Background: an optimization exercise with open tools, aiming at small area. Do not read the settings as production practice.
Only simulation tests tie the RTL to the original design; equivalence was not proved.
No activity file was given, so power comes from the tool's default toggle rates.

red:
// regfile_mp
module regfile_mp #(
    parameter int XLEN     = 32,
    parameter int NREGS    = 32,
    parameter int NRD      = 2,
    parameter int BYPASS   = 1,
    parameter int ZERO_REG = 1,
    localparam int AW      = (NREGS > 1) ? $clog2(NREGS) : 1
) (
    input  logic                clk,
    input  logic                rst,
    input  logic                we,
    input  logic [AW-1:0]       wa,
    input  logic [XLEN-1:0]     wd,
    input  logic [NRD*AW-1:0]   ra,
    output logic [NRD*XLEN-1:0] rd,
    input  logic                busy_set,
    input  logic [AW-1:0]       busy_addr,
    output logic [NRD-1:0]      busy
);
Size in the first run: roughly 120 I/O pins, roughly 0.041 mm^2 of cells after synthesis.
==> module rf_hold, before the edit <==
module rf_hold (
    input  logic en,
    input  logic en_n,
    input  logic d,
    input  logic q,
    output logic y
);
    assign y = (en & d) | (en_n & q);
endmodule
==> module regfile_mp, before the edit <==
module regfile_mp #(
    parameter int XLEN     = 32,
    parameter int NREGS    = 32,
    parameter int NRD      = 2,
    parameter int BYPASS   = 1,
    parameter int ZERO_REG = 1,
    localparam int AW      = (NREGS > 1) ? $clog2(NREGS) : 1
) (
    input  logic                clk,
    input  logic                rst,
    input  logic                we,
    input  logic [AW-1:0]       wa,
    input  logic [XLEN-1:0]     wd,
    input  logic [NRD*AW-1:0]   ra,
    output logic [NRD*XLEN-1:0] rd,
    input  logic                busy_set,
    input  logic [AW-1:0]       busy_addr,
    output logic [NRD-1:0]      busy
);
    localparam int FIRST = (ZERO_REG != 0) ? 1 : 0;
    localparam int NR    = NREGS - FIRST;
    logic [XLEN-1:0]  regs [NREGS];
    logic [NREGS-1:0] pending;
    function automatic logic addr_valid(input logic [AW-1:0] a);
        addr_valid = ($unsigned(a) < NREGS) && !((ZERO_REG != 0) && (a == '0));
    endfunction
    logic [XLEN-1:0] wdg;
    assign wdg = wd & {XLEN{rst}};
    logic wr_ok, bs_ok;
    assign wr_ok = we && addr_valid(wa);
    assign bs_ok = busy_set && addr_valid(busy_addr);
    if (ZERO_REG != 0) begin : g_zero
        assign regs[0]    = '0;
        assign pending[0] = 1'b0;
    end
    for (genvar r = FIRST; r < NREGS; r++) begin : g_reg
        logic            wsel, bsel, en, en_n;
        logic [XLEN-1:0] q, dn;
        logic            p;
        assign wsel = wr_ok && (wa == AW'(r));
        assign bsel = bs_ok && (busy_addr == AW'(r));
        assign en   = !rst || wsel;
        assign en_n = !en;
        for (genvar b = 0; b < XLEN; b++) begin : g_bit
            rf_hold u_hold (.en(en), .en_n(en_n), .d(wdg[b]), .q(q[b]), .y(dn[b]));
        end
        always_ff @(posedge clk) begin
            q <= dn;
        end
        always_ff @(posedge clk) begin
            p <= rst && (bsel || (p && !wsel));
        end
        assign regs[r]    = q;
        assign pending[r] = p;
    end
    for (genvar g = 0; g < NRD; g++) begin : g_rd
        logic [AW-1:0]   a;
        logic            hit, hit_n;
        logic [7:0]      lo_n;
        logic [3:0]      hi_n;
        assign a     = ra[g*AW +: AW] & {AW{rst}};
        assign hit   = (BYPASS != 0) && we && addr_valid(a) && (wa == a);
        assign hit_n = !hit;
        for (genvar j = 0; j < 8; j++) begin : g_lo
            assign lo_n[j] = !(a[2:0] == 3'(j));
        end
        for (genvar j = 0; j < 4; j++) begin : g_hi
            assign hi_n[j] = !(a[4:3] == 2'(j));
        end
        for (genvar q = 0; q < XLEN / 8; q++) begin : g_grp
            logic [30:0] sel;
            rf_dec u_dec (.lo_n(lo_n), .hi_n(hi_n), .sel(sel));
            for (genvar b = 8 * q; b < 8 * q + 8; b++) begin : g_bit
                logic [30:0] dt;
                for (genvar t = 0; t < 31; t++) begin : g_t
                    assign dt[t] = regs[t + 1][b];
                end
                rf_rdbit #(.BYP(1)) u_rd (
                    .sel(sel), .d(dt), .byp(hit), .byp_n(hit_n), .bd(wd[b]),
                    .y(rd[g*XLEN + b])
                );
            end
            if (q == XLEN / 8 - 1) begin : g_busy
                rf_rdbit #(.BYP(0)) u_busy (
                    .sel(sel), .d(pending[31:1]), .byp(hit), .byp_n(hit_n), .bd(1'b0),
                    .y(busy[g])
                );
            end
        end
    end
endmodule
Settings: LEC_CHECK=0, CAP_MARGIN=5, CELL_PAD_IN_SITES_DETAIL_PLACEMENT=1, CELL_PAD_IN_SITES_GLOBAL_PLACEMENT=1, CORE_MARGIN=2, CORE_UTILIZATION=45, PLACE_DENSITY=0.55, SETUP_SLACK_MARGIN=0.15, SLEW_MARGIN=5, SYNTH_HIERARCHICAL=1; clock period 5.0 ns.
standard.sh (not shown) runs the stock make flow with config.mk's settings and CLKGATE_MAP_FILE= SYNTH_SCRIPT=/design/flow/synth_recipe.tcl, a recipe that flattens the netlist after the stock synthesis.
==> flow/flow/run.sh <==
#!/bin/bash
# Standard ORFS layout with two changes:
#  * ports are buffered with sky130_fd_sc_hd__buf_2 instead of the delay-cell buffer
#    that buffer_ports picks by default;
#  * CTS builds the tree from clkbuf_8 with sink clusters of at most 50 um and
#    inserts no dummy loads.
# The make output goes to make.log in the work folder; ORFS's per-step logs stay under orfs/logs.
set -euo pipefail
bash standard.sh \
  "BUFFER_PORTS_ARGS=-buffer_cell sky130_fd_sc_hd__buf_2" \
  "CTS_ARGS=-sink_clustering_enable -repair_clock_nets -dont_use_dummy_load -buf_list sky130_fd_sc_hd__clkbuf_8 -sink_clustering_size 30 -sink_clustering_max_diameter 50" \
  finish > make.log 2>&1
Input-level comparison between blue and red:
--- a/flow/design.v
+++ b/flow/design.v
@@ -1,13 +1,13 @@
 module rf_hold (
     input  logic en,
-    input  logic en_n,
+    input  logic hold,
     input  logic d,
     input  logic q,
     output logic y
 );
-    assign y = (en & d) | (en_n & q);
+    assign y = (en & d) | (hold & q);
 endmodule
 module rf_aoi222 (
     input  logic a1, a2, b1, b2, c1, c2,
     output logic y
 );
@@ -108,29 +108,27 @@
     logic [XLEN-1:0]  regs [NREGS];
     logic [NREGS-1:0] pending;
     function automatic logic addr_valid(input logic [AW-1:0] a);
         addr_valid = ($unsigned(a) < NREGS) && !((ZERO_REG != 0) && (a == '0));
     endfunction
-    logic [XLEN-1:0] wdg;
-    assign wdg = wd & {XLEN{rst}};
     logic wr_ok, bs_ok;
     assign wr_ok = we && addr_valid(wa);
     assign bs_ok = busy_set && addr_valid(busy_addr);
     if (ZERO_REG != 0) begin : g_zero
         assign regs[0]    = '0;
         assign pending[0] = 1'b0;
     end
     for (genvar r = FIRST; r < NREGS; r++) begin : g_reg
-        logic            wsel, bsel, en, en_n;
+        logic            wsel, bsel, en, hold;
         logic [XLEN-1:0] q, dn;
         logic            p;
         assign wsel = wr_ok && (wa == AW'(r));
         assign bsel = bs_ok && (busy_addr == AW'(r));
-        assign en   = !rst || wsel;
-        assign en_n = !en;
+        assign en   = rst && wsel;
+        assign hold = rst && !wsel;
         for (genvar b = 0; b < XLEN; b++) begin : g_bit
-            rf_hold u_hold (.en(en), .en_n(en_n), .d(wdg[b]), .q(q[b]), .y(dn[b]));
+            rf_hold u_hold (.en(en), .hold(hold), .d(wd[b]), .q(q[b]), .y(dn[b]));
         end
         always_ff @(posedge clk) begin
             q <= dn;
         end
         always_ff @(posedge clk) begin
@@ -151,24 +149,24 @@
             assign lo_n[j] = !(a[2:0] == 3'(j));
         end
         for (genvar j = 0; j < 4; j++) begin : g_hi
             assign hi_n[j] = !(a[4:3] == 2'(j));
         end
-        for (genvar q = 0; q < XLEN / 8; q++) begin : g_grp
+        for (genvar q = 0; q < XLEN / 16; q++) begin : g_grp
             logic [30:0] sel;
             rf_dec u_dec (.lo_n(lo_n), .hi_n(hi_n), .sel(sel));
-            for (genvar b = 8 * q; b < 8 * q + 8; b++) begin : g_bit
+            for (genvar b = 16 * q; b < 16 * q + 16; b++) begin : g_bit
                 logic [30:0] dt;
                 for (genvar t = 0; t < 31; t++) begin : g_t
                     assign dt[t] = regs[t + 1][b];
                 end
                 rf_rdbit #(.BYP(1)) u_rd (
                     .sel(sel), .d(dt), .byp(hit), .byp_n(hit_n), .bd(wd[b]),
                     .y(rd[g*XLEN + b])
                 );
             end
-            if (q == XLEN / 8 - 1) begin : g_busy
+            if (q == XLEN / 16 - 1) begin : g_busy
                 rf_rdbit #(.BYP(0)) u_busy (
                     .sel(sel), .d(pending[31:1]), .byp(hit), .byp_n(hit_n), .bd(1'b0),
                     .y(busy[g])
                 );
             end
Notes after the runs:
Comparing blue and red, final-layout fill cell count is lower on blue. Compared to red, blue has clock network power consumption about 2% higher. Number of global-route vias before repair: blue and red compared, higher one is red. Going from red to blue, the final critical path time including I/O delays and setup was found to have gone up by 0.084 ns. Comparing blue and red, core area is lower on blue. Number of multi-input combinational cells on blue is down relative to red.

-- port drivers added, routing unchanged --
In the flow no input, the clock included, has a driving cell. The finished layouts below were timed again as built, in two steps.
Step 1, drivers: a clkbuf_16 drives clk and a buf_2 each remaining input, both assumed.
Step 2 times the ports against the registers' clock, not the clock port: input delays grow and output delays shrink by t, the midpoint of the rising clock arrivals with the driver on.
a / b / c = ideal / step 1 / step 2; a / b = the first two.
| run | t, ns | setup WS [ns] | worst data-port slew with drivers (ns) |
|---|---|---|---|
| red | 0.867 | 0.151 / 0.127 / 0.127 | 0.04 |
| blue | 0.877 | 0.067 / -0.042 / -0.042 | 0.16 |
With both steps, setup timing fails in blue, where it was met with ideal ports. For blue, which loses most, drivers alone change the setup slack by -0.109 ns; drivers and shift together by -0.109 ns.
